This is an optimization exercise on Yosys and OpenROAD, whose aim is small area, a short achievable clock period and few clock cycles per item, not a production implementation. Power and IR drop assume default switching activity.

Setup of main:
==> flow/design.v <==
`timescale 1ns / 1ps
module tti_cfg (
	input  logic              clk,
	input  logic              arst_n,
	input  logic              cfg_valid,
	output logic              cfg_ready,
	input  logic [1:0]        cfg_index,
	input  logic [63:0]       cfg_data,
	output logic [15:0][7:0]  alpha,
	output logic [4:0]        radix,
	output logic [1:0]        written,
	output logic              cfg_fire
);
	logic [15:0][7:0] alpha_q;
	assign cfg_ready = 1'b1;
	assign cfg_fire  = cfg_valid;
	always_ff @(posedge clk) begin
		if (cfg_valid && (cfg_index == 2'd0))
			for (int k = 0; k < 8; k++) alpha_q[k] <= cfg_data[8*k +: 8];
		if (cfg_valid && (cfg_index == 2'd1))
			for (int k = 0; k < 8; k++) alpha_q[8+k] <= cfg_data[8*k +: 8];
	end
	always_ff @(posedge clk or negedge arst_n) begin
		if (!arst_n) begin
			radix   <= '0;
			written <= '0;
		end else if (cfg_valid) begin
			if (cfg_index == 2'd0) written[0] <= 1'b1;
			if (cfg_index == 2'd1) written[1] <= 1'b1;
			if (cfg_index == 2'd2) radix <= cfg_data[4:0];
		end
	end
	assign alpha = alpha_q;
endmodule
`timescale 1ns / 1ps
module tti_parse (
	input  logic              clk,
	input  logic              arst_n,
	input  logic              chars_valid,
	output logic              chars_ready,
	input  logic [7:0]        chars_ch,
	output logic              result_valid,
	input  logic              result_ready,
	output logic [31:0]       result_value,
	output logic              result_base_ok,
	input  logic [15:0][7:0]  alpha,
	input  logic [4:0]        radix,
	input  logic [1:0]        written,
	input  logic              cfg_fire
);
	localparam logic [1:0] PH_SPACE = 2'd0;
	localparam logic [1:0] PH_SIGN  = 2'd1;
	localparam logic [1:0] PH_DIGIT = 2'd2;
	localparam logic [1:0] PH_STOP  = 2'd3;
	logic       busy_q;      
	logic [3:0] row_q;       
	logic       bad_q;       
	logic       ok_q;        
	logic       a_v;         
	logic       a_row;       
	logic [3:0] a_idx;
	logic       a_hit, a_nul, a_space, a_sign, a_minus;
	logic [1:0]  ph_q;
	logic        neg_q;
	logic [31:0] acc_q;
	logic        res_q;
	logic        b_fire, a_free, a_load;
	logic [7:0]  x;
	logic [15:0] en, match;
	logic [3:0]  idx;
	logic        radix_ok, last_row, row_bad;
	assign radix_ok = (radix >= 5'd2) && (radix <= 5'd16);
	assign last_row = ({1'b0, row_q} + 5'd1 == radix) || (row_q == 4'd15);
	assign b_fire      = a_v && (!res_q || result_ready);
	assign a_free      = !a_v || b_fire;
	assign chars_ready = a_free && !busy_q;
	assign a_load      = a_free;
	assign x = busy_q ? alpha[row_q] : chars_ch;
	always_comb begin
		for (int k = 0; k < 16; k++) begin
			en[k]    = (5'(k) < radix) && !(busy_q && (row_q == 4'(k)));
			match[k] = en[k] && (alpha[k] == x);
		end
		idx = '0;
		for (int k = 0; k < 16; k++)
			if (match[k]) idx = idx | 4'(k);
	end
	always_ff @(posedge clk) begin
		if (a_load) begin
			a_idx   <= idx;
			a_hit   <= |match;
			a_nul   <= (x == 8'h00);
			a_space <= ((x >= 8'h09) && (x <= 8'h0D)) || (x == 8'h20);
			a_sign  <= (x == 8'h2B) || (x == 8'h2D);
			a_minus <= (x == 8'h2D);
		end
	end
	assign row_bad = a_hit || a_nul || a_space || a_sign;
	always_ff @(posedge clk or negedge arst_n) begin
		if (!arst_n) begin
			busy_q <= 1'b0;
			row_q  <= '0;
			bad_q  <= 1'b0;
			ok_q   <= 1'b0;
			a_v    <= 1'b0;
			a_row  <= 1'b0;
		end else begin
			if (a_load)
				a_v <= chars_valid && !busy_q;
			a_row <= busy_q && !cfg_fire;
			if (cfg_fire) begin
				busy_q <= 1'b1;
				row_q  <= '0;
				bad_q  <= 1'b0;
				ok_q   <= 1'b0;
			end else begin
				if (busy_q) begin
					row_q <= row_q + 4'd1;
					if (last_row)
						busy_q <= 1'b0;
				end
				if (a_row) begin
					bad_q <= bad_q || row_bad;
					if (!busy_q)
						ok_q <= !bad_q && !row_bad && radix_ok && written[0] && ((radix <= 5'd8) || written[1]);
				end
			end
		end
	end
	logic        in_dig, is_dig, dig_ev, hd_q, out_has, out_neg;
	logic [4:0]  r_eff_q;
	logic [1:0]  ph_n;
	assign in_dig = (ph_q == PH_DIGIT);
	assign is_dig = a_hit && ok_q;
	always_comb begin
		dig_ev = 1'b0;
		ph_n   = ph_q;
		if (a_nul) begin
			ph_n = PH_SPACE;
		end else if ((ph_q == PH_SPACE) && a_space) begin
		end else if (((ph_q == PH_SPACE) || (ph_q == PH_SIGN)) && a_sign) begin
			ph_n = PH_SIGN;
		end else if (ph_q != PH_STOP) begin
			if (is_dig) begin
				dig_ev = 1'b1;
				ph_n   = PH_DIGIT;
			end else begin
				ph_n = PH_STOP;
			end
		end
	end
	logic [3:0]  d;
	logic        big, t8;
	logic [2:0]  e;
	logic [5:0]  th;
	logic        c1a, c1b, c2, c3;
	logic [31:0] p0, p1, p2, p3;
	logic [31:0] s1, k1, s2, k2, mac;
	assign d   = a_idx;
	assign big = radix[4];
	assign t8  = d[3] && !big;
	assign c3  = d[3] && big;
	assign c2  = t8 || d[2];
	assign c1a = t8 || d[1];
	assign c1b = t8;
	assign e   = t8 ? d[2:0] : {2'b0, d[0]};
	always_comb
		for (int i = 0; i < 6; i++) th[i] = (e > 3'(i));
	assign p0 = acc_q & {32{r_eff_q[0]}};
	assign p1 = {acc_q[30:0] & {31{r_eff_q[1]}}, th[0]};
	assign p2 = {acc_q[29:0] & {30{r_eff_q[2]}}, c1a, th[1]};
	assign p3 = {(acc_q[28:0] & {29{r_eff_q[3]}}) | ({acc_q[27:0], 1'b0} & {29{r_eff_q[4]}}) | {28'd0, c3}, c2, c1b, th[2]};
	assign s1 = p0 ^ p1 ^ p2;
	assign k1 = {(p0[30:0] & p1[30:0]) | (p0[30:0] & p2[30:0]) | (p1[30:0] & p2[30:0]), th[3]};
	assign s2 = s1 ^ k1 ^ p3;
	assign k2 = {(s1[30:0] & k1[30:0]) | (s1[30:0] & p3[30:0]) | (k1[30:0] & p3[30:0]), th[4]};
	assign mac = s2 + k2 + {31'd0, th[5]};
	always_ff @(posedge clk) begin
		if (b_fire && dig_ev)
			acc_q <= mac;
	end
	always_ff @(posedge clk or negedge arst_n) begin
		if (!arst_n) begin
			ph_q    <= PH_SPACE;
			neg_q   <= 1'b0;
			out_neg <= 1'b0;
			out_has <= 1'b0;
			hd_q    <= 1'b0;
			r_eff_q <= '0;
			res_q   <= 1'b0;
		end else begin
			if (result_ready)
				res_q <= 1'b0;
			if (b_fire) begin
				ph_q    <= ph_n;
				r_eff_q <= (ph_n == PH_DIGIT) ? radix : 5'd0;
				if (dig_ev)
					hd_q <= 1'b1;
				if (a_nul) begin
					res_q   <= 1'b1;
					neg_q   <= 1'b0;
					hd_q    <= 1'b0;
					out_neg <= neg_q;
					out_has <= hd_q;
				end else if (((ph_q == PH_SPACE) || (ph_q == PH_SIGN)) && a_sign) begin
					neg_q <= neg_q ^ a_minus;
				end
			end
		end
	end
	logic [5:0][31:0] nz;
	always_comb begin
		nz[0] = {acc_q[30:0], 1'b0};
		for (int l = 0; l < 5; l++)
			for (int j = 0; j < 32; j++)
				nz[l+1][j] = (j >= (1 << l)) ? (nz[l][j] | nz[l][j - (1 << l)]) : nz[l][j];
	end
	assign result_valid   = res_q;
	assign result_value   = (acc_q ^ (nz[5] & {32{out_neg}})) & {32{out_has}};
	assign result_base_ok = ok_q;
endmodule
`timescale 1ns / 1ps
module text_to_integer_any_base_top (
	input  logic                      clk,
	input  logic                      arst_n,
	input  logic                      chars_valid,
	output logic                      chars_ready,
	input  logic [7:0]                chars_ch,
	output logic                      result_valid,
	input  logic                      result_ready,
	output logic signed [31:0]        result_value,
	output logic                      result_base_ok,
	input  logic                      cfg_valid,
	output logic                      cfg_ready,
	input  logic [1:0]                cfg_index,
	input  logic [63:0]               cfg_data
);
	logic [15:0][7:0] alpha;
	logic [4:0]       radix;
	logic [1:0]       written;
	logic             cfg_fire;
	tti_cfg u_cfg (
		.clk       (clk),
		.arst_n    (arst_n),
		.cfg_valid (cfg_valid),
		.cfg_ready (cfg_ready),
		.cfg_index (cfg_index),
		.cfg_data  (cfg_data),
		.alpha     (alpha),
		.radix     (radix),
		.written   (written),
		.cfg_fire  (cfg_fire)
	);
	tti_parse u_parse (
		.clk            (clk),
		.arst_n         (arst_n),
		.chars_valid    (chars_valid),
		.chars_ready    (chars_ready),
		.chars_ch       (chars_ch),
		.result_valid   (result_valid),
		.result_ready   (result_ready),
		.result_value   (result_value),
		.result_base_ok (result_base_ok),
		.alpha          (alpha),
		.radix          (radix),
		.written        (written),
		.cfg_fire       (cfg_fire)
	);
endmodule
clock: 7.0 ns
lec_check: 0
cap_margin: 20
core_margin: 2
core_utilization: 40
setup_slack_margin: 3.5
slew_margin: 20
run.sh (not shown) runs the stock make flow with config.mk's settings and CLKGATE_MAP_FILE= SYNTH_SCRIPT=/design/flow/synth_recipe.tcl, a recipe that flattens the netlist after the stock synthesis.
The following lists how the feature branch was set up differently from main:
--- a/flow/design.v
+++ b/flow/design.v
@@ -127,24 +127,29 @@
 			end
 		end
 	end
-	logic        in_dig, is_dig, dig_ev, hd_q, out_has, out_neg;
+	logic        in_dig, is_dig, upd, dig_ev;
 	logic [4:0]  r_eff_q;
 	logic [1:0]  ph_n;
+	logic        out_neg;
 	assign in_dig = (ph_q == PH_DIGIT);
 	assign is_dig = a_hit && ok_q;
 	always_comb begin
+		upd    = 1'b0;
 		dig_ev = 1'b0;
 		ph_n   = ph_q;
 		if (a_nul) begin
+			upd  = (ph_q == PH_SPACE) || (ph_q == PH_SIGN);
 			ph_n = PH_SPACE;
 		end else if ((ph_q == PH_SPACE) && a_space) begin
 		end else if (((ph_q == PH_SPACE) || (ph_q == PH_SIGN)) && a_sign) begin
 			ph_n = PH_SIGN;
 		end else if (ph_q != PH_STOP) begin
 			if (is_dig) begin
+				upd    = 1'b1;
 				dig_ev = 1'b1;
 				ph_n   = PH_DIGIT;
 			end else begin
+				upd  = !in_dig;
 				ph_n = PH_STOP;
 			end
 		end
@@ -156,7 +161,7 @@
 	logic        c1a, c1b, c2, c3;
 	logic [31:0] p0, p1, p2, p3;
 	logic [31:0] s1, k1, s2, k2, mac;
-	assign d   = a_idx;
+	assign d   = dig_ev ? a_idx : 4'd0;
 	assign big = radix[4];
 	assign t8  = d[3] && !big;
 	assign c3  = d[3] && big;
@@ -176,7 +181,7 @@
 	assign k2 = {(s1[30:0] & k1[30:0]) | (s1[30:0] & p3[30:0]) | (k1[30:0] & p3[30:0]), th[4]};
 	assign mac = s2 + k2 + {31'd0, th[5]};
 	always_ff @(posedge clk) begin
-		if (b_fire && dig_ev)
+		if (b_fire && upd)
 			acc_q <= mac;
 	end
 	always_ff @(posedge clk or negedge arst_n) begin
@@ -184,8 +189,6 @@
 			ph_q    <= PH_SPACE;
 			neg_q   <= 1'b0;
 			out_neg <= 1'b0;
-			out_has <= 1'b0;
-			hd_q    <= 1'b0;
 			r_eff_q <= '0;
 			res_q   <= 1'b0;
 		end else begin
@@ -194,29 +197,23 @@
 			if (b_fire) begin
 				ph_q    <= ph_n;
 				r_eff_q <= (ph_n == PH_DIGIT) ? radix : 5'd0;
-				if (dig_ev)
-					hd_q <= 1'b1;
 				if (a_nul) begin
 					res_q   <= 1'b1;
 					neg_q   <= 1'b0;
-					hd_q    <= 1'b0;
 					out_neg <= neg_q;
-					out_has <= hd_q;
 				end else if (((ph_q == PH_SPACE) || (ph_q == PH_SIGN)) && a_sign) begin
 					neg_q <= neg_q ^ a_minus;
 				end
 			end
 		end
 	end
-	logic [5:0][31:0] nz;
+	logic [31:0] low_nz;
 	always_comb begin
-		nz[0] = {acc_q[30:0], 1'b0};
-		for (int l = 0; l < 5; l++)
-			for (int j = 0; j < 32; j++)
-				nz[l+1][j] = (j >= (1 << l)) ? (nz[l][j] | nz[l][j - (1 << l)]) : nz[l][j];
+		low_nz[0] = 1'b0;
+		for (int j = 1; j < 32; j++) low_nz[j] = low_nz[j-1] | acc_q[j-1];
 	end
 	assign result_valid   = res_q;
-	assign result_value   = (acc_q ^ (nz[5] & {32{out_neg}})) & {32{out_has}};
+	assign result_value   = acc_q ^ (low_nz & {32{out_neg}});
 	assign result_base_ok = ok_q;
 endmodule
 `timescale 1ns / 1ps
Notes after the runs:
The global router's overall resource usage in the feature branch was higher than what main gave. In the metrics for main and the feature branch, the one carrying the lower share of power burned in the clock network is the feature branch. result_value[26] as the endpoint of the worst setup timing path was reported by main, and result_value[31] by the feature branch. The feature branch against main; peak supply drop is up by a little under 10%. Compared with main, the feature branch shows final design area excluding fillers higher by about 1%. Cmp the feature branch vs main: synthesized cell count higher in the feature branch. The higher routed length on met1 came out of the feature branch. Summary of the feature branch over main: number of antenna violations at the first check in global routing rose by 1; length of the first detailed-routing pass in iterations rose by 1; number of sinks handled by clock tree synthesis fell by 2; number of flip-flops and latches fell by 1.0%; flop and latch count out of synthesis fell by 2. Chip height: main vs the feature branch, no meaningful difference. As of the feature branch, total number of multi-input combinational cells had risen by a few percent compared to main.
Function was not checked in any run of this note: the RTL went through the layout flow alone.

re-timing with driven ports:
In the flow no input, the clock included, has a driving cell. The finished layouts below were timed again as built, in two steps. Step 1 sets driving cells, clkbuf_16 on the clock port and buf_2 on the other inputs (assumed; they add their load-dependent delay and slew). Step 2 also shifts input and output timing later by t, the mid clock arrival at the registers, as if the neighbouring blocks saw the same clock. Three values: ideal, step 1, step 2; two values: the first two.
| run | t (ns) | slack for setup (ns) | hold slack, ns | worst data-port slew with drivers (ns) |
|---|---|---|---|---|
| main | 0.494 | 1.684 / 1.632 / 2.126 | 0.472 / 0.472 / 0.472 | 0.05 |
| the feature branch | 0.521 | 1.485 / 1.429 / 1.943 | 0.467 / 0.467 / 0.467 | 0.07 |
After both steps setup and hold are still met in every run listed.
